Background: an optimization exercise with open tools, aiming at small area. Do not read the settings as production practice.
In this exercise RTL edits were held to simulation tests only and were not proved equivalent to the original.
No activity file was given, so power comes from the tool's default toggle rates.

`flow/design.v`:
```
module dmem_responder (
    input  logic        clk,
    input  logic        rst,
    input  logic        MemRead,
    input  logic        MemWrite,
    input  logic [31:0] dir,
    input  logic [31:0] dataIn,
    output logic [31:0] dataOut,
    output logic        ready,
    output logic        stall,
    output logic        misalign
);
    logic [1:0]  st_q;
    logic        misalign_q;
    logic [1:0]  ph_q;
    logic [5:0]  bidx_q;
    logic [31:0] bdata_q;
    logic [31:0] dout_q;
    logic [31:0] ring_q [0:15][0:3];
    logic        req;
    logic        mis_now;
    logic [5:0]  idx;
    logic        capture;
    logic        hit;
    logic [1:0]  ph_dn;
    logic [15:0] rsel;
    logic [15:0] rwe;
    logic [15:0] rhold;
    logic [31:0] head;
    assign req     = MemRead | MemWrite;
    assign mis_now = (dir[1:0] != 2'b00);
    assign idx     = dir[7:2];
    assign capture = (st_q == 2'd2) && !rst && MemWrite && !mis_now;
    assign ph_dn   = ph_q - 2'd1;
    assign hit     = (idx[1:0] == ph_q);
    assign stall    = !rst && (((st_q == 2'd0) && req) || (st_q == 2'd1) || (st_q == 2'd2));
    assign ready    = (st_q == 2'd3);
    assign misalign = misalign_q;
    always_ff @(posedge clk) begin
        if (rst) begin
            st_q       <= 2'd0;
            misalign_q <= 1'b0;
        end else begin
            case (st_q)
                2'd0:    if (req) st_q <= 2'd1;
                2'd1:    st_q <= 2'd2;
                2'd2: begin
                    st_q <= 2'd3;
                    if (mis_now) misalign_q <= 1'b1;
                end
                default: st_q <= 2'd0;
            endcase
        end
    end
    always_ff @(posedge clk) begin
        ph_q <= ph_dn;
        if (capture) begin
            bidx_q  <= idx;
            bdata_q <= dataIn;
        end
        dout_q <= head | (dout_q & {32{st_q != 2'd0}});
    end
    for (genvar r = 0; r < 16; r++) begin : g_ring
        logic [31:0] load;
        assign rsel[r] = hit && !mis_now && (idx[5:2] == 4'(r));
        assign rwe[r]  = (bidx_q[5:2] == 4'(r)) && (bidx_q[1:0] == ph_dn);
        assign rhold[r] = !rwe[r];
        for (genvar b = 0; b < 32; b++) begin : g_bit
            dmem_ring_load u_load (
                .q   (ring_q[r][3][b]),
                .hold(rhold[r]),
                .d   (bdata_q[b]),
                .load(rwe[r]),
                .y   (load[b])
            );
        end
        always_ff @(posedge clk) begin
            ring_q[r][0] <= load;
            ring_q[r][1] <= ring_q[r][0];
            ring_q[r][2] <= ring_q[r][1];
            ring_q[r][3] <= ring_q[r][2];
        end
    end
    for (genvar b = 0; b < 32; b++) begin : g_rd
        logic [15:0] heads;
        for (genvar r = 0; r < 16; r++) begin : g_r
            assign heads[r] = ring_q[r][0][b];
        end
        dmem_sel16 u_sel (
            .d  (heads),
            .sel(rsel),
            .y  (head[b])
        );
    end
    assign dataOut = head | dout_q;
endmodule
module dmem_ring_load (
    input  logic q,
    input  logic hold,
    input  logic d,
    input  logic load,
    output logic y
);
    assign y = (q & hold) | (d & load);
endmodule
module dmem_sel16 (
    input  logic [15:0] d,
    input  logic [15:0] sel,
    output logic        y
);
    logic [5:0] n;
    for (genvar g = 0; g < 5; g++) begin : g_aoi
        dmem_aoi222 u_aoi (
            .a (d[3*g]),   .sa(sel[3*g]),
            .b (d[3*g+1]), .sb(sel[3*g+1]),
            .c (d[3*g+2]), .sc(sel[3*g+2]),
            .y (n[g])
        );
    end
    assign n[5] = !(d[15] && sel[15]);
    assign y = !(&n);
endmodule
module dmem_aoi222 (
    input  logic a,
    input  logic sa,
    input  logic b,
    input  logic sb,
    input  logic c,
    input  logic sc,
    output logic y
);
    assign y = !((a && sa) || (b && sb) || (c && sc));
endmodule
```
`flow/run.sh`:
```
#!/bin/bash
# synth_recipe.tcl (not shown) runs the flow's synth.tcl, then flattens the netlist and writes it again
# the make line also repeats each setting of config.mk as NAME=value (left out here)
make -C /OpenROAD-flow-scripts/flow DESIGN_CONFIG=/design/flow/config.mk WORK_HOME=/design/flow/orfs CLKGATE_MAP_FILE= SYNTH_SCRIPT=/design/flow/synth_recipe.tcl finish
```
`flow/config.mk`:
```
export PLATFORM = sky130hd
export DESIGN_NAME = dmem_responder
export DESIGN_NICKNAME = dmem_responder
export VERILOG_FILES = /design/flow/design.v
export SDC_FILE = /design/flow/constraint.sdc
export NUM_CORES = 4
export LEC_CHECK = 0
export CAP_MARGIN = 20
export CORE_MARGIN = 2
export CORE_UTILIZATION = 65
export CTS_BUF_LIST = sky130_fd_sc_hd__clkbuf_16
export CTS_CLUSTER_DIAMETER = 60
export CTS_CLUSTER_SIZE = 22
export SLEW_MARGIN = 20
export SYNTH_HIERARCHICAL = 1
```
`flow/constraint.sdc`:
```
create_clock -name core_clock -period 5.0 [get_ports {clk}]
set_input_delay 1.0000 -clock core_clock [delete_from_list [all_inputs] [get_ports {clk}]]
set_output_delay 1.0000 -clock core_clock [all_outputs]
set_load 0.01 [all_outputs]
```
==> results.yml, run 1 <==
global_routing:
  grt_max_degree: 33
  grt_pass1_vias: 27133
  grt_usage: 0.289
  grt_pass1_wl_mm: 174
  grt_antenna_before_repair: 7
  grt_overflow: 0
power:
  max-vdd-ir-drop_mv: 0.340
  power_density_mw_per_mm2: 466
  total_power_mw: 26.8
  p_leak_nw: 23.4
sta:
  period_share: 0.988
  finalSetupViolCount: 0
  period_needed_ns: 4.94
  finalMaxSlewViolations: 0
  worstMarginPinSlew_ns: 1.17
  fin_ws_ns: 0.0616
  clock_skew_ns: 0.0356
  relSlewSlack: 0.219
  fmax_mhz: 202
  hold_viol_final: 0
  rsz0062_at_grt: "true"
floorplan:
  io-pin-count: 103
  initial_utilization: 0.655
  die_w_um: 283
  coreArea_sq_mm: 0.0772
  die_height_um: 283
  dieArea_sq_mm: 0.0800
  rows: 102
yosys:
  synthTopCellsByArea: "dfxtp_1 83%, a22o_1 8.9%, a222oi_1 3.2%"
  synth_seq_cells: 2123
  synth-async-reset-ratio: 0
  ys_types: 33
  synth_warnings: 9
  synth_edf_count: 38
  yosys.area.top_type: "dfxtp_1"
  synth_area_sq_mm: 0.0506
  synthCells: 3061
  synth_nets: 3134
  synth_top_area_share: 0.826
  ys_seq_area_frac: 0.848
  synth_ff_type: "dfxtp_1"
  synth_area_per_cell_sq_um: 16.5
final_layout:
  utilization: 0.745
  drive_gt1_frac: 0.105
  areaGrowthSynthToFinish_pct: 13.8
  nets: 3440
route:
  ant_nets: 0
  post_drt_wl_per_cell_um: 26.4
  drc_errors: 0
  drt_iter0_markers: 2595
  firstDrtPassIters: 8
  viasPerCell: 5.89
  wl_mm: 118
  via_count: 26223
setup_path:
  cp_top_family: "buffers and inverters"
  crit_fanout: 7
  worstSetupStartpointType: "input pin"
  cpPeakStageDelay_ns: 0.49
  cp_cell_sequence: "clkdlybuf4s50_1 > nor2_1 > buf_4 > nand4_1 > buf_4 > nor2_4 > buf_12 > buf_12 > a222oi_1 > and3_2 > nand4_1 > or2_2 > clkdlybuf4s50_1"
  r2r_start: "ph_q[1]"
  critical_path_buf_inv_count: 6
  crit_required_ns: 4.00
  end_kind: "output pin"
  r2r-end: "ring_q[28][22]"
  ff2ff_path_depth: 5
  cp.arrival_ns: 3.94
  cp_slowest_cell: "clkdlybuf4s50_1"
  crit_type: "input pin to output pin"
  reg2reg_slack_ns: 2.14
clock_tree:
  clockBufferDepth: 3
  cts_root_buf: "clkbuf_16"
  postCtsHoldBufs: 0
  cts_inserted_buffers: 110
  h-tree-depth: 3
  clock_sinks: 2123
  clk_latency_ns: 0.70
  cts.clk_slew.worst_paths_ns: 0.08
  cts_tree: "done"
placed_design:
  place_ws_ns: -0.328
  numPortBuffers: 78
  dp_hpwl_mm: 64.8
  gp_congestion: 0.784
worst_hold_path:
  hold_start: "ring_q[53][25]"
  hold_end: "ring_q[54][25]"
  min-delay-path-class: "register to register"
  worstHoldPathCells: 0
status:
  outcome: "no timing/DRC/antenna violations"
job:
  maxCapViolCount: 0
[flip-flops by register name, indices dropped and copies added (netlist names)]
signal      count
ph_q            2
misalign_q      1
dout_q         32
bidx_q          6
bdata_q        32
ring_q       2048
st_q            2
[cell usage after synthesis, types with 3 or more instances]
cell      instances
nand3_1          11
a21oi_1           3
and3_1           37
nor2b_1           4
or3_1             5
xnor2_1           3
nor2_1           22
a22o_1          512
a222oi_1        160
a21o_1           33
dfxtp_1        2085
inv_1             5
ha_1              5
nor3_1            9
edfxtp_1         38
nand2_1          35
nand2b_1          7
nand4_1          35
clkbuf_1          3
or2_2            32
[per-layer routing]
| metal | track usage | share of wire |
|---|---|---|
| met5 | 0 | 0.00039 |
| met4 | 0.0864 | 0.027 |
| met3 | 0.0484 | 0.073 |
| met2 | 0.438 | 0.44 |
| met1 | 0.432 | 0.46 |
[modules after synthesis, one instance, submodules excluded]
module | copies in the design | area (sq um)
dmem_responder | 1 | 44000
dmem_ring_load | 512 | 8.76
dmem_aoi222 | 160 | 10.0
dmem_sel16 | 32 | 16.3
[cell usage in the layout, fill, tap and decap left out, drive strengths merged, types with 24 or more instances in the layout]
cell type         n
a222oi          160
and3             37
buf             119
edfxtp           38
or2              32
clkdlybuf4s50    47
nand4            35
a21o             33
dlymetal6s2s     26
nor2             24
nand2            35
clkbuf          113
inv              35
dfxtp          2085
a22o            512
[where the power goes]
group	switching (mW)	leakage [nW]	internal [mW]
sequential	0.100	17.4	17.1
clock	5.06	1.61	4.19
combinational	0.169	4.39	0.136
[per-stage QoR]
stage	hold WS (ns)	cell area (sq um)	instances	setup TNS [ns]
after floorplan	0.310	50600	3061	0
final	0.311	57500	4455	0
after detailed placement	0.312	54000	4280	-8.70
after global routing	0.321	57500	4451	-0.0696
after global placement	0.310	53900	4278	-7.74
after CTS	0.306	57400	4449	0
[worst max path at each step]
stage | from | cells after the start | endpoint
after floorplan | dir[2] | 7 | dataOut[0]
after global placement | dir[2] | 10 | dataOut[1]
after detailed placement | dir[3] | 11 | dataOut[5]
after CTS | dir[0] | 12 | dataOut[7]
after global routing | dir[0] | 13 | dataOut[21]
final | dir[0] | 13 | dataOut[21]
[final cells by class]
type / count / area, sq um
fillers: 4723 / 19700
repair buffers: 197 / 2180
inverters: 5 / 18.8
clock buffers: 113 / 2830
diodes: 4 / 10.0
well taps: 1040 / 1300
flip-flops and latches: 2123 / 42900
clock inverters: 43 / 289
multi-input cells: 930 / 8020
[cells by family (layout without fill, tap and decap cells)]
group | count (synthesis) | count (layout) | share of synthesized area
other | 0 | 4 | 0
xor gates and xnor gates | 4 | 4 | 0.000693
buffers and inverters | 10 | 358 | 0.000916
adders and majority gates | 5 | 5 | 0.00124
muxes | 3 | 3 | 0.000693
DFF | 2123 | 2123 | 0.848
AOI/OAI and AO/OA | 710 | 710 | 0.126
and+or+nand+nor | 206 | 208 | 0.0226
[what timing repair did]
item                                    in CTS  in global routing
setup buffers                               11                  2
cloned                                       2                  0
pin swaps                                   18                 50
endpoints found under the setup margin      32                 31
gates resized for setup                     32                 55
==> run 2: changes to the inputs <==
--- a/flow/design.v
+++ b/flow/design.v
@@ -87,9 +87,11 @@
             assign heads[r] = ring_q[r][0][b];
         end
+        logic [5:0] head_n;
         dmem_sel16 u_sel (
             .d  (heads),
             .sel(rsel),
-            .y  (head[b])
+            .n  (head_n)
         );
+        assign head[b] = !(&head_n);
     end
     assign dataOut = head | dout_q;
@@ -107,7 +109,6 @@
     input  logic [15:0] d,
     input  logic [15:0] sel,
-    output logic        y
+    output logic [5:0]  n
 );
-    logic [5:0] n;
     for (genvar g = 0; g < 5; g++) begin : g_aoi
         dmem_aoi222 u_aoi (
@@ -119,5 +120,4 @@
     end
     assign n[5] = !(d[15] && sel[15]);
-    assign y = !(&n);
 endmodule
 module dmem_aoi222 (
==> flow/flow/run.sh (new file) <==
#!/bin/bash
# The standard layout, with the port buffers made from the plain buf cell rather than
# the delay cell buffer_ports picks by default (repair may still resize them).
set -euo pipefail
export BUFFER_PORTS_ARGS="-buffer_cell sky130_fd_sc_hd__buf_1"
bash standard.sh > standard.log 2>&1
==> flow/standard.sh (new file) <==
#!/bin/bash
# synth_recipe.tcl (not shown) runs the flow's synth.tcl, then flattens the netlist and writes it again
# the make line also repeats each setting of config.mk as NAME=value (left out here)
make -C /OpenROAD-flow-scripts/flow DESIGN_CONFIG=/design/flow/config.mk WORK_HOME=/design/flow/orfs CLKGATE_MAP_FILE= SYNTH_SCRIPT=/design/flow/synth_recipe.tcl "${@:-finish}"
removed: flow/run.sh
==> results.yml, run 2 <==
status:
  outcome: "no timing/DRC/antenna violations"
clock_tree:
  clock_sinks: 2123
  cts_tree: "done"
  clockBufferDepth: 3
  clk_latency_ns: 0.69
  postCtsHoldBufs: 0
  h-tree-depth: 3
  cts.clk_slew.worst_paths_ns: 0.09
  cts_resized: 0
  post_cts_buffers: 0
  cts_inserted_buffers: 110
  cts_root_buf: "clkbuf_16"
setup_path:
  crit_type: "input pin to output pin"
  end_kind: "output pin"
  cp.arrival_ns: 3.71
  worstSetupStartpointType: "input pin"
  reg2reg_slack_ns: 2.15
  crit_required_ns: 4.00
  crit_fanout: 16
global_routing:
  grt_max_degree: 35
  grt_antenna_before_repair: 2
  grt_usage: 0.297
  grt_overflow: 0
  grt_pass1_wl_mm: 175
  grt_pass1_vias: 26699
sta:
  hold_ws_ns: 0.313
  rsz0062_at_grt: "false"
  period_needed_ns: 4.71
  worstMarginPinSlew_ns: 1.14
  period_share: 0.943
  finalMaxSlewViolations: 0
  finalSetupViolCount: 0
  setup_tns_ns: 0
  clock_skew_ns: 0.0244
  relSlewSlack: 0.241
  fmax_mhz: 212
  hold_viol_final: 0
floorplan:
  dieArea_sq_mm: 0.0800
  io-pin-count: 103
  initial_utilization: 0.655
  rows: 102
  die_w_um: 283
  die_height_um: 283
  coreArea_sq_mm: 0.0772
route:
  post_drt_wl_per_cell_um: 26.6
  viasPerCell: 5.91
  ant_nets: 0
  wl_mm: 119
  via_count: 26388
  drc_errors: 0
  firstDrtPassIters: 8
  drt_iter0_markers: 2606
yosys:
  synth_fa_ha_area_frac: 0.00124
  synth_area_sq_mm: 0.0506
  synth_top_area_share: 0.826
  synth_area_per_cell_sq_um: 16.2
  ys_types: 32
  muxShareOfSynthArea: 0.000693
  synthTopCellsByCount: "2085 x dfxtp_1, 512 x a22o_1, 160 x a222oi_1"
  synthXorXnorAreaFrac: 0.000693
  yosys.area.top_type: "dfxtp_1"
  synthTopCellsByArea: "dfxtp_1 83%, a22o_1 8.9%, a222oi_1 3.2%"
  synthCells: 3124
  ys_seq_area_frac: 0.848
  synth_compound_area_frac: 0.124
  synth_edf_count: 38
  synth_seq_cells: 2123
  synth-simple-area-share: 0.0218
  synth_top_family_by_area: "compound AO/OA/AOI/OAI gates"
  synth_ff_type: "dfxtp_1"
  synth_nets: 3197
  synth.most_common_cell: "dfxtp_1"
  synth-async-reset-ratio: 0
  synth_warnings: 9
final_layout:
  top_register: "ring_q"
  reg_top3: "ring_q x2048, bdata_q x32, dout_q x32"
  drive_gt1_frac: 0.0736
  multiInputGateArea_sq_mm: 0.00778
  regArea_sq_mm: 0.0429
  fin_cells: 4463
  layout_common_cells: "2085 x dfxtp_1, 512 x a22o_1, 160 x a222oi_1"
  largest_register_ff_count: 2048
  utilization: 0.728
  n_fill_cell: 4970
  nets: 3453
  areaGrowthSynthToFinish_pct: 11.2
  final_common_cell: "dfxtp_1"
placed_design:
  numPortBuffers: 78
  dp_hpwl_mm: 68.8
  gp_congestion: 0.834
  dp_cells: 4307
power:
  power_density_mw_per_mm2: 479
  total_power_mw: 26.9
  max-vdd-ir-drop_mv: 0.341
  p_leak_nw: 22.3
job:
  maxCapViolCount: 0
worst_hold_path:
  min-delay-path-class: "register to register"
-- run 2: changes by cell type in the layout (fill, tap and decap cells not counted), sizes merged, moves of 5 or more --
cell           previous run  this run
nand2                    35        99
clkdlybuf4s50            47         0
a21o                     33         1
and3                     37         5
o21ai                     2        34
or2                      32         0
buf                     119       149
nor2                     24        54
dlymetal6s2s             26         0
inv                      35        56
dlygate4sd2               5         0
-- run 2: kinds of logic after synthesis --
group                    after synthesis
buffers and inverters                 41
multiplexers                           3
AND/OR/NAND/NOR                      238
flip-flops                          2123
AO/OA/AOI/OAI                        710
XOR/XNOR                               4
adder cells (fa/ha/maj)                5
-- run 2: Yosys stat by module, one instance, submodules excluded --
module          times used  area, sq um  flip-flops and latches
dmem_aoi222            160         10.0                       0
dmem_responder           1        44400                    2123
dmem_sel16              32         3.75                       0
dmem_ring_load         512         8.76                       0
-- run 2: where the power goes --
part | internal [mW] | switching, mW
sequential | 17.1 | 0.0975
clock | 4.36 | 5.06
combinational | 0.0872 | 0.155
total | 21.6 | 5.31
-- run 2: final timing paths --
kind                                      from        endpoint  cells after the start
worst max-delay path                    dir[3]      dataOut[3]                     10
worst min-delay path            ring_q[42][15]  ring_q[43][15]                      0
worst max register to register         ph_q[1]       dout_q[8]                      8
worst min register to register  ring_q[42][15]  ring_q[43][15]                      0
-- run 2: final cells by class --
class,count,share of cell area
antenna,1,0.0000445
clock buffer,117,0.0521
multi-input combinational,960,0.138
sequential,2123,0.763
timing repair buffer,149,0.0162
clock inverter,37,0.00516
tap,1040,0.0231
inverter,36,0.00240
-- run 2: critical path, cell delays in order --
cell and delay [ns]:
buf_1 0.13, xnor2_1 0.32, nand4b_1 0.45, nor2_4 0.73, buf_4 0.29, a222oi_1 0.10, nand4_1 0.21, nor2_1 0.15
nand2_1 0.09, buf_1 0.20
-- run 2: metrics by stage --
stage / cell area (sq um) / worst slack (ns)
2_1_floorplan: 50600 / 0.830
3_3_place_gp: 52900 / 0.451
3_5_place_dp: 53000 / 0.388
4_1_cts: 56200 / 0.380
5_1_grt: 56200 / 0.173
6_report: 56200 / 0.285
-- run 2: routing by layer --
layer | part of all wire | global-route usage
met1 | 0.45 | 0.424
met2 | 0.46 | 0.471
met3 | 0.060 | 0.0453
met4 | 0.028 | 0.0921
met5 | 0 | 0
==> run 3: changes to the inputs <==
--- a/flow/config.mk
+++ b/flow/config.mk
@@ -9,5 +9,5 @@
 export CORE_MARGIN = 2
 export CORE_UTILIZATION = 65
-export CTS_BUF_LIST = sky130_fd_sc_hd__clkbuf_16
+export CTS_BUF_LIST = sky130_fd_sc_hd__clkbuf_8 sky130_fd_sc_hd__clkbuf_16
 export CTS_CLUSTER_DIAMETER = 60
 export CTS_CLUSTER_SIZE = 22
==> results.yml, run 3 <==
sta:
  worstMarginPinSlew_ns: 1.13
  fmax_mhz: 213
  clock_skew_ns: 0.0269
  period_needed_ns: 4.70
  setup_tns_ns: 0
  fin_ws_ns: 0.304
  relSlewSlack: 0.245
  hold_viol_final: 0
  rsz0062_at_grt: "false"
  finalSetupViolCount: 0
  hold_ws_ns: 0.313
  finalMaxSlewViolations: 0
  period_share: 0.939
yosys:
  ys_seq_area_frac: 0.848
  synthTopCellsByCount: "2085 x dfxtp_1, 512 x a22o_1, 160 x a222oi_1"
  synth_warnings: 9
  synth_area_per_cell_sq_um: 16.2
  synth_nets: 3197
  synth.most_common_cell: "dfxtp_1"
  synth_area_sq_mm: 0.0506
  synthTopCellsByArea: "dfxtp_1 83%, a22o_1 8.9%, a222oi_1 3.2%"
  synth_top_area_share: 0.826
  synth-async-reset-ratio: 0
  synth_seq_cells: 2123
  synth_edf_count: 38
  yosys.area.top_type: "dfxtp_1"
  synth_ff_type: "dfxtp_1"
  synthCells: 3124
  ys_types: 32
route:
  met1_length_mm: 53.0
  drt_iter0_markers: 2578
  drc_errors: 0
  post_drt_wl_per_cell_um: 26.5
  wl_mm: 118
  route.met2.wl_mm: 54.7
  via_count: 26412
  viasPerCell: 5.92
  wl_met3_mm: 7.39
  dr.max_layer_used: "met4"
  firstDrtPassIters: 9
  ant_nets: 0
floorplan:
  rows: 102
  io-pin-count: 103
  initial_utilization: 0.655
  die_w_um: 283
  dieArea_sq_mm: 0.0800
  die_height_um: 283
  coreArea_sq_mm: 0.0772
placed_design:
  dp_hpwl_mm: 68.8
  place_ws_ns: 0.388
  gp_congestion: 0.834
  numPortBuffers: 78
  placed_area_sq_mm: 0.0530
final_layout:
  final_common_cell: "dfxtp_1"
  reg_top3: "ring_q x2048, bdata_q x32, dout_q x32"
  nets: 3453
  largest_register_ff_count: 2048
  drive_gt1_frac: 0.0748
  areaGrowthSynthToFinish_pct: 11.3
  final_area_sq_mm: 0.0563
  top_register: "ring_q"
  layout_common_cells: "2085 x dfxtp_1, 512 x a22o_1, 160 x a222oi_1"
clock_tree:
  cts.clk_slew.worst_paths_ns: 0.09
  cts_tree: "done"
  post_cts_buffers: 0
  postCtsHoldBufs: 0
  cts_root_buf: "clkbuf_16"
  clockBufferDepth: 3
  cts_resized: 0
  cts_inserted_buffers: 110
  clk_latency_ns: 0.69
  h-tree-depth: 3
  clock_sinks: 2123
setup_path:
  end_kind: "output pin"
  crit_fanout: 16
  cpPeakStageDelay_ns: 0.73
  cp_cell_sequence: "buf_1 > xnor2_1 > nand4b_1 > nor2_4 > buf_4 > a222oi_1 > nand4_1 > nor2_1 > nand2_1 > buf_1"
  cp_slowest_cell: "nor2_4"
  crit_required_ns: 4.00
  reg2reg_slack_ns: 2.15
  critical_path_buf_inv_count: 3
  cp.arrival_ns: 3.70
  crit_type: "input pin to output pin"
  crit_top_cell: "buf_1"
  cp_top_family: "simple AND/OR/NAND/NOR gates"
  worstSetupStartpointType: "input pin"
job:
  maxCapViolCount: 0
global_routing:
  grt_usage: 0.296
  grt_max_degree: 35
  grt_antenna_before_repair: 2
  grt_overflow: 0
  grt_pass1_wl_mm: 175
  grt_pass1_vias: 26673
power:
  max-vdd-ir-drop_mv: 0.388
  total_power_mw: 27.0
  p_leak_nw: 22.3
  power_density_mw_per_mm2: 480
status:
  outcome: "no timing/DRC/antenna violations"
worst_hold_path:
  min-delay-path-class: "register to register"
[run 3: layout make-up]
type,count,area [sq um]
inverter,36,135
timing repair buffer,149,908
clock inverter,33,275
multi-input combinational,960,7780
fill,4958,20900
antenna,1,2.50
clock buffer,121,2980
tap,1040,1300
sequential,2123,42900
[run 3: final timing paths]
check,start,end,cells after the start
max reg2reg,ph_q[1],dout_q[8],8
min,ring_q[42][15],ring_q[43][15],0
max,dir[3],dataOut[3],10
min reg2reg,ring_q[42][15],ring_q[43][15],0
[run 3: cells by family (layout without fill, tap and decap cells)]
logic type / Yosys count / after routing / share of synthesized area
buffers and inverters: 41 / 339 / 0.00322
and+or+nand+nor: 238 / 238 / 0.0218
DFF: 2123 / 2123 / 0.848
AOI/OAI and AO/OA: 710 / 710 / 0.124
other: 0 / 1 / 0
adders and majority gates: 5 / 5 / 0.00124
xor gates and xnor gates: 4 / 4 / 0.000693
muxes: 3 / 3 / 0.000693
[run 3: per-layer routing]
layer	GRT usage	up-vias
li1	-	11834
met1	0.424	13417
met2	0.472	957
met3	0.0436	204
met4	0.0897	0
met5	0	-
[run 3: through the flow]
stage / util / cells
6_report: 0.729 / 4463
5_1_grt: 0.729 / 4463
4_1_cts: 0.728 / 4461
3_5_place_dp: 0.686 / 4307
3_3_place_gp: 0.685 / 4304
2_1_floorplan: - / 3124
[run 3: where the power goes]
group	internal, mW	total [mW]	leakage [nW]	switching [mW]
sequential	17.1	17.2	17.4	0.0975
combinational	0.0869	0.243	3.32	0.156
clock	4.42	9.49	1.65	5.07
total	21.7	27.0	22.3	5.32
[run 3: modules after synthesis (local to each module, per instance)]
module / times used / cell area (sq um) / cells inside
dmem_aoi222: 160 / 10.0 / 1
dmem_responder: 1 / 44400 / 2420
dmem_ring_load: 512 / 8.76 / 1
dmem_sel16: 32 / 3.75 / 1
==> run 4: changes to the inputs <==
--- a/flow/config.mk
+++ b/flow/config.mk
@@ -9,7 +9,7 @@
 export CORE_MARGIN = 2
 export CORE_UTILIZATION = 65
-export CTS_BUF_LIST = sky130_fd_sc_hd__clkbuf_8 sky130_fd_sc_hd__clkbuf_16
-export CTS_CLUSTER_DIAMETER = 60
-export CTS_CLUSTER_SIZE = 22
+export CTS_BUF_LIST = sky130_fd_sc_hd__clkbuf_16
+export CTS_CLUSTER_DIAMETER = 90
+export CTS_CLUSTER_SIZE = 32
 export SLEW_MARGIN = 20
 export SYNTH_HIERARCHICAL = 1
==> results.yml, run 4 <==
yosys:
  synth_ff_type: "dfxtp_1"
  synth_area_per_cell_sq_um: 16.2
  synth_warnings: 9
  ys_types: 32
  synth_nets: 3197
  synth_edf_count: 38
  synth-async-reset-ratio: 0
  synth.most_common_cell: "dfxtp_1"
  synthTopCellsByCount: "2085 x dfxtp_1, 512 x a22o_1, 160 x a222oi_1"
  synth_seq_cells: 2123
  synth_area_sq_mm: 0.0506
  synth_top_area_share: 0.826
  ys_seq_area_frac: 0.848
  yosys.area.top_type: "dfxtp_1"
  synthCells: 3124
  synthTopCellsByArea: "dfxtp_1 83%, a22o_1 8.9%, a222oi_1 3.2%"
global_routing:
  grt_max_degree: 35
  grt_usage: 0.293
  grt_overflow: 0
  grt_antenna_before_repair: 2
  grt_pass1_wl_mm: 173
  grt_pass1_vias: 26193
sta:
  finalSetupViolCount: 0
  fmax_mhz: 213
  period_needed_ns: 4.70
  hold_viol_final: 0
  finalMaxSlewViolations: 0
  period_share: 0.939
  worstMarginPinSlew_ns: 1.20
  relSlewSlack: 0.203
  clock_skew_ns: 0.0162
  rsz0062_at_grt: "false"
  setup_tns_ns: 0
route:
  ant_nets: 0
  firstDrtPassIters: 7
  wl_mm: 118
  via_count: 26033
  drc_errors: 0
  drt_iter0_markers: 2501
  viasPerCell: 5.91
  post_drt_wl_per_cell_um: 26.7
floorplan:
  rows: 102
  initial_utilization: 0.655
  coreArea_sq_mm: 0.0772
  die_height_um: 283
  dieArea_sq_mm: 0.0800
  die_w_um: 283
  io-pin-count: 103
final_layout:
  top_register: "ring_q"
  regArea_sq_mm: 0.0429
  utilization: 0.714
  nets: 3418
  n_fill_cell: 5108
  layout_common_cells: "2085 x dfxtp_1, 512 x a22o_1, 160 x a222oi_1"
  largest_register_ff_count: 2048
  reg_top3: "ring_q x2048, bdata_q x32, dout_q x32"
  multiInputGateArea_sq_mm: 0.00778
  areaGrowthSynthToFinish_pct: 8.98
  drive_gt1_frac: 0.0600
  final_common_cell: "dfxtp_1"
  final_area_sq_mm: 0.0551
setup_path:
  crit_end: "dataOut[3]"
  worstSetupStartpointType: "input pin"
  crit_type: "input pin to output pin"
  ff2ff_path_depth: 8
  crit_required_ns: 4.00
  crit_fanout: 16
  critical_path_buf_inv_count: 3
  r2r-end: "dout_q[15]"
  r2r_start: "ph_q[1]"
  end_kind: "output pin"
  reg2reg_slack_ns: 2.12
  path_depth: 10
  startpoint: "dir[3]"
  cp.arrival_ns: 3.70
  cpPeakStageDelay_ns: 0.72
  cp_slowest_cell: "nor2_4"
  cp_top_family: "simple AND/OR/NAND/NOR gates"
  crit_top_cell: "buf_1"
  cp_cell_sequence: "buf_1 > xnor2_1 > nand4b_1 > nor2_4 > buf_4 > a222oi_1 > nand4_1 > nor2_1 > nand2_1 > buf_1"
clock_tree:
  clock_sinks: 2123
  postCtsHoldBufs: 0
  clk_latency_ns: 0.68
  cts_resized: 0
  clockBufferDepth: 3
  h-tree-depth: 3
  post_cts_buffers: 0
  cts.clk_slew.worst_paths_ns: 0.11
  cts_tree: "done"
  cts_inserted_buffers: 76
  cts_root_buf: "clkbuf_16"
worst_hold_path:
  min-delay-path-class: "register to register"
placed_design:
  numPortBuffers: 78
  gp_congestion: 0.834
  dp_hpwl_mm: 68.8
  placed_area_sq_mm: 0.0530
job:
  maxCapViolCount: 0
power:
  total_power_mw: 25.1
  max-vdd-ir-drop_mv: 0.327
  p_leak_nw: 21.8
  power_density_mw_per_mm2: 456
status:
  outcome: "no timing/DRC/antenna violations"
run 4: changes by cell type in the layout (fill, tap and decap cells not counted), moves of 2 or more:
cell / previous run / this run
clkinv_2: 2 / 0
clkbuf_16: 117 / 79
clkinv_4: 4 / 0
inv_1: 53 / 50
bufinv_16: 3 / 0
clkbuf_8: 4 / 0
clkinvlp_4: 3 / 0
run 4: worst min-delay path by stage:
stage | from | to | slack (ns) | cells after the start
after CTS | ring_q[62][21] | ring_q[63][21] | 0.32 | 0
after global routing | ring_q[62][21] | ring_q[63][21] | 0.33 | 0
after global placement | ring_q[58][24] | ring_q[59][24] | 0.31 | 0
final | ring_q[62][21] | ring_q[63][21] | 0.32 | 0
after detailed placement | ring_q[10][1] | ring_q[11][1] | 0.31 | 0
after floorplan | ring_q[9][0] | ring_q[10][0] | 0.31 | 0
run 4: area by class of cell:
type                       count  area share
multi-input combinational    960       0.141
clock buffer                  79      0.0359
antenna                        2   0.0000908
timing repair buffer         148      0.0161
inverter                      36     0.00245
sequential                  2123       0.778
clock inverter                19     0.00234
tap                         1040      0.0236
run 4: metal layers:
| layer | part of all wire | routed length [um] | track usage |
|---|---|---|---|
| met5 | 0 | 0 | 0 |
| met4 | 0.032 | 3720 | 0.102 |
| met3 | 0.055 | 6500 | 0.0360 |
| met2 | 0.46 | 54000 | 0.462 |
| met1 | 0.45 | 53400 | 0.424 |
run 4: cells by family after synthesis:
kind of cell             Yosys count  synth area share
multiplexers                       3          0.000693
XOR/XNOR                           4          0.000693
AND/OR/NAND/NOR                  238            0.0218
adder cells (fa/ha/maj)            5           0.00124
buffers and inverters             41           0.00322
AO/OA/AOI/OAI                    710             0.124
flip-flops                      2123             0.848
run 4: where the power goes:
group	switching (mW)	total, mW	internal, mW	leakage (nW)
clock	4.73	7.64	2.91	1.08
combinational	0.153	0.240	0.0869	3.31
sequential	0.0974	17.3	17.2	17.4
total	4.98	25.1	20.2	21.8
run 4: modules after synthesis (local to each module, per instance):
| module | times used | area (sq um) |
|---|---|---|
| dmem_sel16 | 32 | 3.75 |
| dmem_aoi222 | 160 | 10.0 |
| dmem_ring_load | 512 | 8.76 |
| dmem_responder | 1 | 44400 |
run 4: stage by stage:
stage	hold WS [ns]	std cells	setup slack [ns]
detailed placement	0.312	4307	0.388
global route	0.328	4406	0.154
finish	0.320	4407	0.303
global placement	0.310	4304	0.451
CTS	0.323	4405	0.365
floorplan	0.310	3124	0.830
==> run 5: changes to the inputs <==
--- a/flow/config.mk
+++ b/flow/config.mk
@@ -8,8 +8,8 @@
 export CAP_MARGIN = 20
 export CORE_MARGIN = 2
-export CORE_UTILIZATION = 65
+export CORE_UTILIZATION = 75
 export CTS_BUF_LIST = sky130_fd_sc_hd__clkbuf_16
-export CTS_CLUSTER_DIAMETER = 90
-export CTS_CLUSTER_SIZE = 32
+export CTS_CLUSTER_DIAMETER = 80
+export CTS_CLUSTER_SIZE = 30
 export SLEW_MARGIN = 20
 export SYNTH_HIERARCHICAL = 1
==> results.yml, run 5 <==
final_layout:
  drive_gt1_frac: 0.0566
  antenna_cells: 0
  top_register: "ring_q"
  n_fill_cell: 3512
  fin_cells: 4228
  reg_top3: "ring_q x2048, bdata_q x32, dout_q x32"
  nets: 3409
  largest_register_ff_count: 2048
  regArea_sq_mm: 0.0429
  utilization: 0.819
  layout_common_cells: "2085 x dfxtp_1, 512 x a22o_1, 160 x a222oi_1"
  final_common_cell: "dfxtp_1"
  final_area_sq_mm: 0.0548
  areaGrowthSynthToFinish_pct: 8.44
  multiInputGateArea_sq_mm: 0.00775
clock_tree:
  clk_latency_ns: 0.67
  postCtsHoldBufs: 0
  cts_root_buf: "clkbuf_16"
  post_cts_buffers: 0
  clock_sinks: 2123
  cts_resized: 0
  cts_inserted_buffers: 80
  cts.clk_slew.worst_paths_ns: 0.11
  clockBufferDepth: 3
  h-tree-depth: 3
  cts_tree: "done"
yosys:
  synth_area_per_cell_sq_um: 16.2
  synthTopCellsByArea: "dfxtp_1 83%, a22o_1 8.9%, a222oi_1 3.2%"
  ys_seq_area_frac: 0.848
  yosys.area.top_type: "dfxtp_1"
  synth_edf_count: 38
  synth.most_common_cell: "dfxtp_1"
  synthCells: 3124
  synth_nets: 3197
  ys_types: 32
  synth_ff_type: "dfxtp_1"
  synth_area_sq_mm: 0.0506
  synth_seq_cells: 2123
  synthTopCellsByCount: "2085 x dfxtp_1, 512 x a22o_1, 160 x a222oi_1"
  synth_warnings: 9
  synth_top_area_share: 0.826
  synth-async-reset-ratio: 0
setup_path:
  end_kind: "output pin"
  cp_cell_sequence: "buf_1 > nor2_1 > nand4b_1 > nor2_4 > buf_4 > a222oi_1 > nand4_1 > nor2_1 > nand2_1 > buf_1"
  crit_type: "input pin to output pin"
  cpPeakStageDelay_ns: 0.72
  crit_fanout: 20
  worstSetupStartpointType: "input pin"
  crit_required_ns: 4.00
  cp.arrival_ns: 3.74
  cp_slowest_cell: "nor2_4"
route:
  drt_iter0_markers: 3111
  firstDrtPassIters: 8
  ant_nets: 0
  via_count: 26489
  viasPerCell: 6.27
  wl_mm: 119
  drc_errors: 0
  post_drt_wl_per_cell_um: 28.2
placed_design:
  placed_area_sq_mm: 0.0527
  dp_hpwl_mm: 66.8
  place_ws_ns: 0.339
  gp_congestion: 0.823
  numPortBuffers: 78
  dp_cells: 4126
sta:
  finalSetupViolCount: 0
  finalMaxSlewViolations: 0
  rsz0062_at_grt: "false"
  hold_ws_ns: 0.325
  period_share: 0.949
  relSlewSlack: 0.206
  clock_skew_ns: 0.0196
  fin_ws_ns: 0.255
  hold_viol_final: 0
  worstMarginPinSlew_ns: 1.19
  setup_tns_ns: 0
  period_needed_ns: 4.74
  fmax_mhz: 211
global_routing:
  grt_max_degree: 36
  grt_usage: 0.343
  grt_pass1_vias: 27244
  grt_pass1_wl_mm: 176
  grt_antenna_before_repair: 1
  grt_overflow: 0
job:
  maxCapViolCount: 0
floorplan:
  io-pin-count: 103
  initial_utilization: 0.755
  rows: 95
  coreArea_sq_mm: 0.0669
  dieArea_sq_mm: 0.0695
  die_w_um: 264
  die_height_um: 264
power:
  total_power_mw: 25.2
  power_density_mw_per_mm2: 460
  max-vdd-ir-drop_mv: 0.462
  p_leak_nw: 21.7
worst_hold_path:
  min-delay-path-class: "register to register"
status:
  outcome: "no timing/DRC/antenna violations"
## run 5: cells by family (layout without fill, tap and decap cells)
kind of cell / Yosys count / count (layout) / share of synthesized area
buffers and inverters: 41 / 272 / 0.00322
flip-flops: 2123 / 2123 / 0.848
multiplexers: 3 / 3 / 0.000693
AO/OA/AOI/OAI: 710 / 710 / 0.124
adder cells (fa/ha/maj): 5 / 5 / 0.00124
AND/OR/NAND/NOR: 238 / 238 / 0.0218
XOR/XNOR: 4 / 4 / 0.000693
## run 5: worst paths after layout
path / from / end / slack, ns / depth (start not counted)
setup / recovery: dir[1] / dataOut[4] / 0.26 / 10
setup reg to reg: ph_q[1] / dout_q[7] / 1.98 / 8
hold reg to reg: ring_q[25][20] / ring_q[26][20] / 0.32 / 0
hold / removal: ring_q[25][20] / ring_q[26][20] / 0.32 / 0
## run 5: where the power goes
group	switching [mW]	total, mW	internal (mW)
Combinational	0.149	0.234	0.0850
Sequential	0.102	17.3	17.2
Clock	4.71	7.71	3.00
## run 5: cell type report
| cell class | count | share of cell area |
|---|---|---|
| flip-flops and latches | 2123 | 0.782 |
| multi-input cells | 960 | 0.141 |
| clock buffers | 82 | 0.0374 |
| well taps | 873 | 0.0199 |
| repair buffers | 135 | 0.0148 |
| inverters | 36 | 0.00246 |
| clock inverters | 19 | 0.00180 |
## run 5: metal layers
metal,vias to the layer above,routed length (um),global-route usage
met5,-,10,0
met4,2,4580,0.130
met3,269,8960,0.0555
met2,1144,55000,0.540
met1,13342,50900,0.485
li1,11732,-,-
## run 5: worst max-delay path, delay by kind of cell
| family | cells | cell delay [ns] |
|---|---|---|
| compound gates | 1 | 0.13 |
| simple gates | 6 | 1.96 |
| buf+inv | 3 | 0.63 |
## run 5: Yosys stat by module, one instance, submodules excluded
module | cells | times used
dmem_aoi222 | 1 | 160
dmem_responder | 2420 | 1
dmem_sel16 | 1 | 32
dmem_ring_load | 1 | 512
==> run 6: changes to the inputs <==
--- a/flow/design.v
+++ b/flow/design.v
@@ -27,5 +27,6 @@
     logic [15:0] rwe;
     logic [15:0] rhold;
-    logic [31:0] head;
+    logic [31:0] rd;
+    logic        keep;
     assign req     = MemRead | MemWrite;
     assign mis_now = (dir[1:0] != 2'b00);
@@ -59,5 +60,4 @@
             bdata_q <= dataIn;
         end
-        dout_q <= head | (dout_q & {32{st_q != 2'd0}});
     end
     for (genvar r = 0; r < 16; r++) begin : g_ring
@@ -82,18 +82,24 @@
         end
     end
+    assign keep = (st_q != 2'd0);
     for (genvar b = 0; b < 32; b++) begin : g_rd
         logic [15:0] heads;
+        logic [5:0]  rd_n;
         for (genvar r = 0; r < 16; r++) begin : g_r
             assign heads[r] = ring_q[r][0][b];
         end
-        logic [5:0] head_n;
-        dmem_sel16 u_sel (
-            .d  (heads),
-            .sel(rsel),
-            .n  (head_n)
+        dmem_rd_bit u_rd (
+            .d   (heads),
+            .sel (rsel),
+            .hold(dout_q[b]),
+            .keep(keep),
+            .n   (rd_n)
         );
-        assign head[b] = !(&head_n);
+        assign rd[b] = !(&rd_n);
     end
-    assign dataOut = head | dout_q;
+    always_ff @(posedge clk) begin
+        dout_q <= rd;
+    end
+    assign dataOut = rd;
 endmodule
 module dmem_ring_load (
@@ -106,7 +112,9 @@
     assign y = (q & hold) | (d & load);
 endmodule
-module dmem_sel16 (
+module dmem_rd_bit (
     input  logic [15:0] d,
     input  logic [15:0] sel,
+    input  logic        hold,
+    input  logic        keep,
     output logic [5:0]  n
 );
@@ -119,5 +127,5 @@
         );
     end
-    assign n[5] = !(d[15] && sel[15]);
+    assign n[5] = !((d[15] && sel[15]) || (hold && keep));
 endmodule
 module dmem_aoi222 (
==> results.yml, run 6 <==
final_layout:
  areaGrowthSynthToFinish_pct: 8.80
  reg_top3: "ring_q x2048, bdata_q x32, dout_q x32"
  largest_register_ff_count: 2048
  fin_cells: 4114
  antenna_cells: 0
  final_common_cell: "dfxtp_1"
  drive_gt1_frac: 0.0719
  nets: 3287
  final_area_sq_mm: 0.0548
  utilization: 0.821
  layout_common_cells: "2085 x dfxtp_1, 512 x a22o_1, 160 x a222oi_1"
  top_register: "ring_q"
floorplan:
  initial_utilization: 0.755
  coreArea_sq_mm: 0.0668
  rows: 95
  dieArea_sq_mm: 0.0693
  die_w_um: 263
  io-pin-count: 103
  die_height_um: 263
setup_path:
  cp_slowest_cell: "nor2_4"
  end_kind: "output pin"
  worstSetupStartpointType: "input pin"
  r2r_start: "ph_q[1]"
  crit_required_ns: 4.00
  reg2reg_slack_ns: 2.07
  cp.arrival_ns: 3.60
  crit_type: "input pin to output pin"
  ff2ff_path_depth: 5
  crit_end: "dataOut[16]"
  r2r-end: "ring_q[28][23]"
  cpPeakStageDelay_ns: 0.54
  crit_fanout: 16
  cp_cell_sequence: "buf_1 > nor2_1 > nand3_1 > nor2_4 > buf_4 > a222oi_1 > nand3_1 > buf_1"
  startpoint: "dir[1]"
clock_tree:
  cts_tree: "done"
  clk_latency_ns: 0.67
  post_cts_buffers: 0
  postCtsHoldBufs: 0
  cts.clk_slew.worst_paths_ns: 0.11
  h-tree-depth: 3
  cts_root_buf: "clkbuf_16"
  clock_sinks: 2123
  cts_resized: 0
  cts_inserted_buffers: 80
  clockBufferDepth: 3
sta:
  hold_viol_final: 0
  worstMarginPinSlew_ns: 1.23
  clock_skew_ns: 0.0173
  fmax_mhz: 217
  finalSetupViolCount: 0
  period_needed_ns: 4.60
  hold_ws_ns: 0.327
  rsz0062_at_grt: "false"
  fin_ws_ns: 0.395
  setup_tns_ns: 0
  relSlewSlack: 0.183
  finalMaxSlewViolations: 0
  period_share: 0.921
placed_design:
  place_ws_ns: 0.521
  dp_hpwl_mm: 64.3
  gp_congestion: 0.837
  placed_area_sq_mm: 0.0526
  dp_cells: 4006
  numPortBuffers: 78
yosys:
  synth-async-reset-ratio: 0
  synth_edf_count: 38
  synth_warnings: 9
  synth_area_per_cell_sq_um: 16.8
  synth_area_sq_mm: 0.0504
  ys_types: 33
  synth_nets: 3065
  synth_top_area_share: 0.828
  synth_ff_type: "dfxtp_1"
  synthTopCellsByArea: "dfxtp_1 83%, a22o_1 8.9%, a222oi_1 3.2%"
  yosys.area.top_type: "dfxtp_1"
  synth.most_common_cell: "dfxtp_1"
  synthCells: 2993
  synth_seq_cells: 2123
  ys_seq_area_frac: 0.851
  synthTopCellsByCount: "2085 x dfxtp_1, 512 x a22o_1, 160 x a222oi_1"
global_routing:
  grt_pass1_wl_mm: 175
  grt_usage: 0.342
  grt_pass1_vias: 26841
  grt_overflow: 0
  grt_antenna_before_repair: 0
  grt_max_degree: 39
route:
  viasPerCell: 6.34
  drc_errors: 0
  drt_iter0_markers: 2947
  wl_mm: 119
  via_count: 26092
  firstDrtPassIters: 8
  ant_nets: 0
  post_drt_wl_per_cell_um: 28.9
power:
  p_leak_nw: 21.3
  total_power_mw: 25.6
  power_density_mw_per_mm2: 466
  max-vdd-ir-drop_mv: 0.413
worst_hold_path:
  min-delay-path-class: "register to register"
status:
  outcome: "no timing/DRC/antenna violations"
job:
  maxCapViolCount: 0
-- run 6: cell types whose count changed in the layout (fill, tap and decap cells not counted), sizes merged, moves of 2 or more --
cell / before / now
inv: 54 / 26
nor2: 54 / 23
nand4: 35 / 3
a22oi: 0 / 32
clkbuf: 82 / 84
and4: 0 / 32
o21ai: 34 / 2
buf: 135 / 142
nand2: 99 / 2
nand3: 11 / 44
-- run 6: worst min path at each step --
stage	cells past startpoint	slack, ns	endpoint	from
final	0	0.33	ring_q[62][23]	ring_q[61][23]
after global routing	0	0.33	ring_q[59][31]	ring_q[58][31]
after CTS	0	0.33	ring_q[63][3]	ring_q[62][3]
after detailed placement	0	0.31	ring_q[22][22]	ring_q[21][22]
after global placement	0	0.31	ring_q[23][26]	ring_q[22][26]
after floorplan	0	0.31	ring_q[10][0]	ring_q[9][0]
-- run 6: worst max-delay path, delay by kind of cell --
| kind | cells | cell delay (ns) |
|---|---|---|
| and+or+nand+nor | 4 | 1.61 |
| AOI/OAI and AO/OA | 1 | 0.22 |
| buffers and inverters | 3 | 0.75 |
-- run 6: modules after synthesis (local to each module, per instance) --
| module | cells | area (sq um) | copies in the design | flip-flops and latches |
|---|---|---|---|---|
| dmem_ring_load | 1 | 8.76 | 512 | 0 |
| dmem_responder | 2289 | 43900 | 1 | 2123 |
| dmem_rd_bit | 1 | 12.5 | 32 | 0 |
| dmem_aoi222 | 1 | 10.0 | 160 | 0 |
-- run 6: where the power goes --
| part | total (mW) | switching [mW] | internal, mW |
|---|---|---|---|
| Clock | 7.87 | 4.75 | 3.12 |
| Sequential | 17.3 | 0.120 | 17.2 |
| Combinational | 0.362 | 0.249 | 0.113 |
-- run 6: routing by layer --
metal  track usage  vias up  share of wire
met3        0.0545      274          0.074
li1              -    11454              -
met5             0        -              0
met4         0.129        0          0.041
met2         0.545     1116           0.46
met1         0.479    13248           0.42
-- run 6: final cells by class --
class	count	area [sq um]
inverters	5	18.8
well taps	873	1090
clock buffers	84	2100
clock inverters	24	135
repair buffers	142	865
flip-flops and latches	2123	42900
multi-input cells	863	7750
fillers	3393	12000
-- run 6: kinds of logic (layout without fill, tap and decap cells) --
kind of cell	count (synthesis)	count (layout)	synth area share
XOR/XNOR	4	4	0.000695
flip-flops	2123	2123	0.851
AND/OR/NAND/NOR	142	142	0.0170
buffers and inverters	7	255	0.000695
multiplexers	2	2	0.000496
AO/OA/AOI/OAI	711	711	0.129
adder cells (fa/ha/maj)	4	4	0.000993
==> run 7: changes to the inputs <==
--- a/flow/config.mk
+++ b/flow/config.mk
@@ -12,4 +12,5 @@
 export CTS_CLUSTER_DIAMETER = 80
 export CTS_CLUSTER_SIZE = 30
+export GPL_TIMING_DRIVEN = 0
 export SLEW_MARGIN = 20
 export SYNTH_HIERARCHICAL = 1
==> results.yml, run 7 <==
power:
  p_leak_nw: 21.7
  power_density_mw_per_mm2: 459
  max-vdd-ir-drop_mv: 0.362
  total_power_mw: 25.7
yosys:
  synth_area_per_cell_sq_um: 16.8
  synth_nets: 3065
  synth_seq_cells: 2123
  synth-async-reset-ratio: 0
  synth.most_common_cell: "dfxtp_1"
  yosys.area.top_type: "dfxtp_1"
  synth_ff_type: "dfxtp_1"
  synth_top_area_share: 0.828
  synthTopCellsByArea: "dfxtp_1 83%, a22o_1 8.9%, a222oi_1 3.2%"
  synth_warnings: 9
  ys_seq_area_frac: 0.851
  synthTopCellsByCount: "2085 x dfxtp_1, 512 x a22o_1, 160 x a222oi_1"
  ys_types: 33
  synth_area_sq_mm: 0.0504
  synthCells: 2993
  synth_edf_count: 38
global_routing:
  grt_max_degree: 33
  grt_pass1_vias: 27572
  grt_antenna_before_repair: 0
  grt_overflow: 0
  grt_usage: 0.357
  grt_pass1_wl_mm: 181
placed_design:
  dp_cells: 4051
  numPortBuffers: 78
  dp_hpwl_mm: 75.9
  place_ws_ns: 0.263
  gp_congestion: 0.790
setup_path:
  cp.arrival_ns: 3.89
  r2r-end: "ring_q[12][18]"
  reg2reg_slack_ns: 1.38
  r2r_start: "ph_q[1]"
  crit_required_ns: 4.00
  crit_type: "register to output pin"
  startpoint: "ph_q[0]"
  worstSetupStartpointType: "register"
  crit_fanout: 18
  end_kind: "output pin"
  ff2ff_path_depth: 7
sta:
  period_needed_ns: 4.89
  period_share: 0.977
  clock_skew_ns: 0.0310
  fin_ws_ns: 0.114
  hold_ws_ns: 0.324
  relSlewSlack: 0.323
  hold_viol_final: 0
  finalSetupViolCount: 0
  rsz0062_at_grt: "false"
  finalMaxSlewViolations: 0
  worstMarginPinSlew_ns: 1.01
  fmax_mhz: 205
final_layout:
  layout_common_cells: "2085 x dfxtp_1, 512 x a22o_1, 160 x a222oi_1"
  final_common_cell: "dfxtp_1"
  antenna_cells: 0
  nets: 3332
  areaGrowthSynthToFinish_pct: 11.0
  utilization: 0.838
  reg_top3: "ring_q x2048, bdata_q x32, dout_q x32"
  largest_register_ff_count: 2048
  fin_cells: 4158
  drive_gt1_frac: 0.0849
  top_register: "ring_q"
floorplan:
  coreArea_sq_mm: 0.0668
  die_height_um: 263
  dieArea_sq_mm: 0.0693
  initial_utilization: 0.755
  io-pin-count: 103
  die_w_um: 263
  rows: 95
route:
  post_drt_wl_per_cell_um: 29.9
  viasPerCell: 6.40
  via_count: 26625
  ant_nets: 0
  drt_iter0_markers: 3109
  drc_errors: 0
  wl_mm: 124
  firstDrtPassIters: 6
worst_hold_path:
  min-delay-path-class: "register to register"
  worstHoldPathCells: 0
  hold_start: "ring_q[2][1]"
  hold_end: "ring_q[3][1]"
clock_tree:
  post_cts_buffers: 0
  postCtsHoldBufs: 0
  cts.clk_slew.worst_paths_ns: 0.12
  clockBufferDepth: 3
  cts_tree: "done"
  h-tree-depth: 3
  clock_sinks: 2123
  clk_latency_ns: 0.68
  cts_inserted_buffers: 80
  cts_root_buf: "clkbuf_16"
  cts_resized: 0
status:
  outcome: "no timing/DRC/antenna violations"
job:
  maxCapViolCount: 0
-- run 7: cell types whose count changed in the layout (fill, tap and decap cells not counted), moves of 2 or more --
cell | previous run | this run
buf_2 | 0 | 7
buf_12 | 7 | 22
inv_1 | 24 | 22
buf_16 | 0 | 21
clkbuf_16 | 84 | 86
nand3_4 | 1 | 9
buf_6 | 1 | 18
and3_4 | 1 | 4
buf_4 | 56 | 38
buf_8 | 0 | 3
nand3_2 | 8 | 0
and3_2 | 4 | 1
-- run 7: how the worst max path moves through the flow --
stage	slack, ns	depth (start not counted)	to
after floorplan	0.22	6	dataOut[0]
after global placement	-3.26	4	ring_q[48][25]
after detailed placement	0.26	9	dataOut[21]
after CTS	0.24	8	dataOut[21]
after global routing	0.10	9	dataOut[21]
final	0.11	8	dataOut[21]
-- run 7: power by group --
| group | total, mW | internal (mW) | switching [mW] |
|---|---|---|---|
| Sequential | 17.3 | 17.2 | 0.119 |
| Clock | 7.93 | 3.18 | 4.75 |
| Combinational | 0.434 | 0.145 | 0.289 |
-- run 7: per-module statistics from Yosys, one instance, submodules excluded --
module,cells,times used
dmem_rd_bit,1,32
dmem_ring_load,1,512
dmem_aoi222,1,160
dmem_responder,2289,1
-- run 7: metrics by stage --
step,instance area [sq um],TNS (ns)
4_1_cts,56000,0
5_1_grt,56000,0
3_5_place_dp,53700,0
6_report,56000,0
3_3_place_gp,51800,-781.10
2_1_floorplan,50400,0
-- run 7: worst max-delay path, cell delays in order (launching register included) --
cell      delay [ns]
dfxtp_1         0.39
xnor2_1         0.43
or3b_1          0.59
nor2_4          0.64
buf_12          0.30
a222oi_1        0.13
and4_1          0.30
nand3_1         0.23
buf_1           0.19
-- run 7: cells by family (layout without fill, tap and decap cells) --
family | Yosys count | in the layout | share of synthesized area
xor+xnor | 4 | 4 | 0.000695
flops | 2123 | 2123 | 0.851
compound gates | 711 | 711 | 0.129
simple gates | 142 | 142 | 0.0170
mux | 2 | 2 | 0.000496
buf+inv | 7 | 299 | 0.000695
fa+ha+maj | 4 | 4 | 0.000993
-- run 7: final cells by class --
class | count | area [sq um]
Buffer | 2 | 16.3
Tap cell | 873 | 1090
Timing Repair Buffer | 185 | 1860
Sequential cell | 2123 | 42900
Clock inverter | 21 | 119
Clock buffer | 86 | 2150
Inverter | 5 | 21.3
Multi-Input combinational cell | 863 | 7820
Fill cell | 3188 | 10800
-- run 7: metal layers --
metal	global-route usage	up-vias	part of all wire
li1	-	11550	-
met5	0	-	0
met1	0.466	13391	0.39
met2	0.586	1303	0.48
met3	0.0665	381	0.080
met4	0.162	0	0.049
==> run 8: changes to the inputs <==
--- a/flow/config.mk
+++ b/flow/config.mk
@@ -8,9 +8,8 @@
 export CAP_MARGIN = 20
 export CORE_MARGIN = 2
-export CORE_UTILIZATION = 75
+export CORE_UTILIZATION = 82
 export CTS_BUF_LIST = sky130_fd_sc_hd__clkbuf_16
 export CTS_CLUSTER_DIAMETER = 80
 export CTS_CLUSTER_SIZE = 30
-export GPL_TIMING_DRIVEN = 0
 export SLEW_MARGIN = 20
 export SYNTH_HIERARCHICAL = 1
==> results.yml, run 8 <==
yosys:
  synth_top_area_share: 0.828
  synth_seq_cells: 2123
  synth_ff_type: "dfxtp_1"
  synthTopCellsByCount: "2085 x dfxtp_1, 512 x a22o_1, 160 x a222oi_1"
  ys_types: 33
  synth_warnings: 9
  synth.most_common_cell: "dfxtp_1"
  synthCells: 2993
  synth_edf_count: 38
  synth-async-reset-ratio: 0
  yosys.area.top_type: "dfxtp_1"
  synth_nets: 3065
  synth_area_sq_mm: 0.0504
  ys_seq_area_frac: 0.851
  synth_area_per_cell_sq_um: 16.8
  synthTopCellsByArea: "dfxtp_1 83%, a22o_1 8.9%, a222oi_1 3.2%"
floorplan:
  rows: 90
  die_w_um: 252
  initial_utilization: 0.832
  io-pin-count: 103
  die_height_um: 252
  dieArea_sq_mm: 0.0635
  coreArea_sq_mm: 0.0606
global_routing:
  grt_usage: 0.437
  grt_max_degree: 33
  grt_pass1_vias: 29523
  grt_overflow: 0
  grt_antenna_before_repair: 8
  grt_pass1_wl_mm: 200
placed_design:
  dp_hpwl_mm: 69.2
  placed_area_sq_mm: 0.0525
  numPortBuffers: 78
  gp_congestion: 0.829
clock_tree:
  cts_root_buf: "clkbuf_16"
  cts_resized: 0
  cts_inserted_buffers: 80
  postCtsHoldBufs: 0
  clockBufferDepth: 3
  clk_latency_ns: 0.70
  post_cts_buffers: 0
  h-tree-depth: 3
  clock_sinks: 2123
  cts.clk_slew.worst_paths_ns: 0.12
  cts_tree: "done"
final_layout:
  final_area_sq_mm: 0.0548
  final_common_cell: "dfxtp_1"
  top_register: "ring_q"
  drive_gt1_frac: 0.0719
  largest_register_ff_count: 2048
  areaGrowthSynthToFinish_pct: 8.64
  n_fill_cell: 2041
  reg_top3: "ring_q x2048, bdata_q x32, dout_q x32"
  layout_common_cells: "2085 x dfxtp_1, 512 x a22o_1, 160 x a222oi_1"
  nets: 3287
power:
  power_density_mw_per_mm2: 471
  max-vdd-ir-drop_mv: 0.474
  p_leak_nw: 21.3
sta:
  rsz0062_at_grt: "false"
  finalMaxSlewViolations: 0
  finalSetupViolCount: 3
  hold_viol_final: 0
  relSlewSlack: 0.169
  hold_ws_ns: 0.324
  clock_skew_ns: 0.0323
  fmax_mhz: 199
  period_share: 1.01
  period_needed_ns: 5.03
  fin_ws_ns: -0.0263
  worstMarginPinSlew_ns: 1.24
route:
  drc_errors: 0
  drt_iter0_markers: 3974
  wl_mm: 139
  firstDrtPassIters: 8
  via_count: 28257
  viasPerCell: 7.02
  post_drt_wl_per_cell_um: 34.4
  ant_nets: 0
setup_path:
  end_kind: "output pin"
  crit_top_cell: "buf_1"
  crit_required_ns: 4.00
  cp_top_family: "simple AND/OR/NAND/NOR gates"
  reg2reg_slack_ns: 1.48
  worstSetupStartpointType: "input pin"
  crit_fanout: 13
  cpPeakStageDelay_ns: 0.70
  critical_path_buf_inv_count: 3
  crit_type: "input pin to output pin"
  cp_slowest_cell: "nor2_4"
  cp.arrival_ns: 4.03
  cp_cell_sequence: "buf_1 > xnor2_1 > nand3b_1 > nor2_4 > buf_4 > a222oi_1 > and4_1 > nand3_1 > buf_1"
status:
  outcome: "finished with violations"
  violations: "setup timing"
job:
  maxCapViolCount: 0
worst_hold_path:
  min-delay-path-class: "register to register"
==> run 8: cell count changes in the layout (fill, tap and decap cells not counted), sizes merged <==
cell and delta:
clkinv -2, clkbuf -1, buf -45, bufinv -1, diode +3, inv +6
==> run 8: power by group <==
group	leakage [nW]	internal, mW	switching, mW
Sequential	17.4	17.2	0.141
Combinational	2.75	0.116	0.290
Clock	1.17	3.11	4.96
Total	21.3	20.4	5.39
==> run 8: kinds of logic after synthesis <==
kind of cell    share of synthesized area
flops                               0.851
compound gates                      0.129
simple gates                       0.0170
buf+inv                          0.000695
xor+xnor                         0.000695
fa+ha+maj                        0.000993
mux                              0.000496
==> run 8: path summary, 6_finish.rpt <==
check,start,end,cells past startpoint
max,dir[2],dataOut[3],9
min,ring_q[26][21],ring_q[27][21],0
max reg2reg,ph_q[1],ring_q[12][30],6
min reg2reg,ring_q[26][21],ring_q[27][21],0
==> run 8: per-layer routing <==
layer  up-vias  track usage  share of wire
met5         -            0        0.00047
met1     14189        0.562           0.36
met4        10        0.254          0.064
li1      11442            -              -
met3       584        0.101           0.11
met2      2032        0.689           0.47
==> run 8: cell type report <==
cell class / instances / area [sq um] / area share
clock buffer: 85 / 2130 / 0.0388
timing repair buffer: 142 / 881 / 0.0161
sequential: 2123 / 42900 / 0.783
multi-input combinational: 863 / 7760 / 0.142
antenna: 3 / 7.51 / 0.000137
clock inverter: 24 / 105 / 0.00192
tap: 782 / 978 / 0.0179
inverter: 5 / 18.8 / 0.000343
==> run 8: metrics by stage <==
stage	setup slack, ns	std cells	TNS [ns]	power [mW]	util
global placement	0.540	3914	0	18.0	0.866
floorplan	0.220	2993	0	17.9	-
finish	-0.0263	4027	-0.0462	25.8	0.904
CTS	0.169	4023	0	25.7	0.903
global route	0.0613	4024	0	26.3	0.904
detailed placement	0.249	3914	0	18.1	0.866
==> run 8: modules after synthesis (local to each module, per instance) <==
module	cells inside	flip-flops and latches
dmem_rd_bit	1	0
dmem_aoi222	1	0
dmem_responder	2289	2123
dmem_ring_load	1	0
==> run 9: changes to the inputs <==
--- a/flow/config.mk
+++ b/flow/config.mk
@@ -8,8 +8,8 @@
 export CAP_MARGIN = 20
 export CORE_MARGIN = 2
-export CORE_UTILIZATION = 82
+export CORE_UTILIZATION = 75
 export CTS_BUF_LIST = sky130_fd_sc_hd__clkbuf_16
-export CTS_CLUSTER_DIAMETER = 80
-export CTS_CLUSTER_SIZE = 30
+export CTS_CLUSTER_DIAMETER = 85
+export CTS_CLUSTER_SIZE = 32
 export SLEW_MARGIN = 20
 export SYNTH_HIERARCHICAL = 1
==> results.yml, run 9 <==
status:
  outcome: "no timing/DRC/antenna violations"
floorplan:
  io-pin-count: 103
  dieArea_sq_mm: 0.0693
  rows: 95
  die_w_um: 263
  initial_utilization: 0.755
  coreArea_sq_mm: 0.0668
  die_height_um: 263
yosys:
  synth_area_sq_mm: 0.0504
  synth_area_per_cell_sq_um: 16.8
  synth.most_common_cell: "dfxtp_1"
  ys_types: 33
  synthCells: 2993
  synth_seq_cells: 2123
  yosys.area.top_type: "dfxtp_1"
  synthTopCellsByCount: "2085 x dfxtp_1, 512 x a22o_1, 160 x a222oi_1"
  synth_ff_type: "dfxtp_1"
  synthTopCellsByArea: "dfxtp_1 83%, a22o_1 8.9%, a222oi_1 3.2%"
  synth_nets: 3065
  synth_warnings: 9
  synth_top_area_share: 0.828
  ys_seq_area_frac: 0.851
  synth-async-reset-ratio: 0
  synth_edf_count: 38
final_layout:
  reg_top3: "ring_q x2048, bdata_q x32, dout_q x32"
  final_area_sq_mm: 0.0547
  top_register: "ring_q"
  final_common_cell: "dfxtp_1"
  nets: 3283
  layout_common_cells: "2085 x dfxtp_1, 512 x a22o_1, 160 x a222oi_1"
  drive_gt1_frac: 0.0702
  largest_register_ff_count: 2048
  areaGrowthSynthToFinish_pct: 8.59
clock_tree:
  postCtsHoldBufs: 0
  cts.clk_slew.worst_paths_ns: 0.10
  cts_resized: 0
  cts_tree: "done"
  clk_latency_ns: 0.65
  post_cts_buffers: 0
  clock_sinks: 2123
  cts_inserted_buffers: 76
  clockBufferDepth: 3
  cts_root_buf: "clkbuf_16"
  h-tree-depth: 3
global_routing:
  grt_antenna_before_repair: 0
  grt_overflow: 0
  grt_pass1_vias: 26642
  grt_pass1_wl_mm: 174
  grt_max_degree: 39
  grt_usage: 0.340
route:
  ant_nets: 0
  post_drt_wl_per_cell_um: 28.9
  viasPerCell: 6.35
  wl_mm: 119
  via_count: 26080
  drt_iter0_markers: 2856
  drc_errors: 0
  firstDrtPassIters: 6
job:
  maxCapViolCount: 0
sta:
  rsz0062_at_grt: "false"
  fmax_mhz: 218
  fin_ws_ns: 0.412
  setup_tns_ns: 0
  hold_viol_final: 0
  period_share: 0.918
  relSlewSlack: 0.196
  worstMarginPinSlew_ns: 1.21
  finalMaxSlewViolations: 0
  finalSetupViolCount: 0
  period_needed_ns: 4.59
  clock_skew_ns: 0.0213
placed_design:
  dp_hpwl_mm: 64.3
  placed_area_sq_mm: 0.0526
  gp_congestion: 0.837
  numPortBuffers: 78
  place_ws_ns: 0.521
power:
  p_leak_nw: 21.2
  max-vdd-ir-drop_mv: 0.357
  power_density_mw_per_mm2: 463
setup_path:
  crit_type: "input pin to output pin"
  crit_fanout: 16
  cp.arrival_ns: 3.59
  crit_required_ns: 4.00
  end_kind: "output pin"
  worstSetupStartpointType: "input pin"
worst_hold_path:
  min-delay-path-class: "register to register"
run 9: cell counts after synthesis:
No cell type changed its count.
run 9: metal layers:
metal / global-route usage / routed length, um / vias up
li1: - / - / 11450
met1: 0.477 / 50000 / 13233
met2: 0.540 / 55100 / 1141
met3: 0.0555 / 9100 / 256
met4: 0.129 / 4360 / 0
met5: 0 / 0 / -
run 9: area by class of cell:
class	instances	area, sq um
Sequential cell	2123	42900
Fill cell	3390	12100
Multi-Input combinational cell	863	7750
Clock buffer	81	2030
Tap cell	873	1090
Timing Repair Buffer	142	865
Clock inverter	20	101
Inverter	5	18.8
Antenna cell	1	2.50
run 9: path summary, 6_finish.rpt:
path | start | endpoint | slack (ns) | cells past startpoint
worst max-delay path | dir[1] | dataOut[16] | 0.41 | 8
worst min register to register | ring_q[10][14] | ring_q[11][14] | 0.32 | 0
worst min-delay path | ring_q[10][14] | ring_q[11][14] | 0.32 | 0
worst max register to register | ph_q[1] | ring_q[28][8] | 2.06 | 5
run 9: power by group:
part | switching (mW) | leakage (nW) | internal, mW
sequential | 0.120 | 17.4 | 17.2
combinational | 0.252 | 2.74 | 0.113
clock | 4.70 | 1.11 | 2.96
total | 5.07 | 21.2 | 20.3
run 9: Yosys stat by module (local to each module, per instance):
module / times used / area [sq um] / flops+latches / cells inside
dmem_responder: 1 / 43900 / 2123 / 2289
dmem_rd_bit: 32 / 12.5 / 0 / 1
dmem_aoi222: 160 / 10.0 / 0 / 1
dmem_ring_load: 512 / 8.76 / 0 / 1
run 9: critical path, cell delays in order:
cell and delay (ns):
buf_1 0.09, nor2_1 0.39, nand3_1 0.43, nor2_4 0.56, buf_4 0.46, a222oi_1 0.21
nand3_1 0.24, buf_1 0.20
run 9: cells by family after synthesis:
group,Yosys count,share of synthesized area
compound gates,711,0.129
xor+xnor,4,0.000695
fa+ha+maj,4,0.000993
buf+inv,7,0.000695
flops,2123,0.851
mux,2,0.000496
simple gates,142,0.0170
run 9: per-stage QoR:
step,total power [mW],hold WS (ns),utilization,std cells
3_5_place_dp,18.1,0.312,0.787,4006
2_1_floorplan,17.9,0.310,-,2993
4_1_cts,25.4,0.320,0.819,4107
3_3_place_gp,18.0,0.310,0.787,4005
5_1_grt,26.0,0.314,0.819,4107
6_report,25.4,0.317,0.819,4108

-- afterwards: timing with drivers on the ports --
In the flow no input, the clock included, has a driving cell. The finished layouts below were timed again as built, in two steps. Step 1: set_driving_cell puts a clkbuf_16 on clk and a buf_2 on each other input, an assumption about the parent block. Step 2 adds t to the input delays and takes it off the output delays; t is the mean of the earliest and latest rising clock arrival at the registers after step 1. Input paths then give back, and output paths get back, about the clock's delay inside the block. a / b / c = ideal ports / drivers / drivers and shift; a / b = the first two.
run | shift t [ns] | setup slack, ns | worst setup path at the end | worst register clock-pin slew, ns
run 1 | 0.748 | 0.062 / 0.023 / 0.023 | input to output | 0.09 / 0.09
run 2 | 0.738 | 0.285 / 0.261 / 0.261 | input to output | 0.09 / 0.09
run 3 | 0.742 | 0.304 / 0.280 / 0.280 | input to output | 0.09 / 0.09
run 4 | 0.738 | 0.303 / 0.277 / 0.277 | input to output | 0.12 / 0.12
run 5 | 0.725 | 0.255 / 0.219 / 0.219 | input to output | 0.11 / 0.11
run 6 | 0.733 | 0.395 / 0.363 / 0.363 | input to output | 0.11 / 0.11
run 7 | 0.736 | 0.114 / 0.045 / 0.090 | input to output | 0.12 / 0.12
run 8 | 0.747 | -0.026 / -0.052 / -0.046 | input to output | 0.13 / 0.13
run 9 | 0.716 | 0.412 / 0.380 / 0.380 | input to output | 0.12 / 0.12
The setup slack of run 1, which loses most, moves by -0.039 ns with the drivers and by -0.039 ns with both steps.
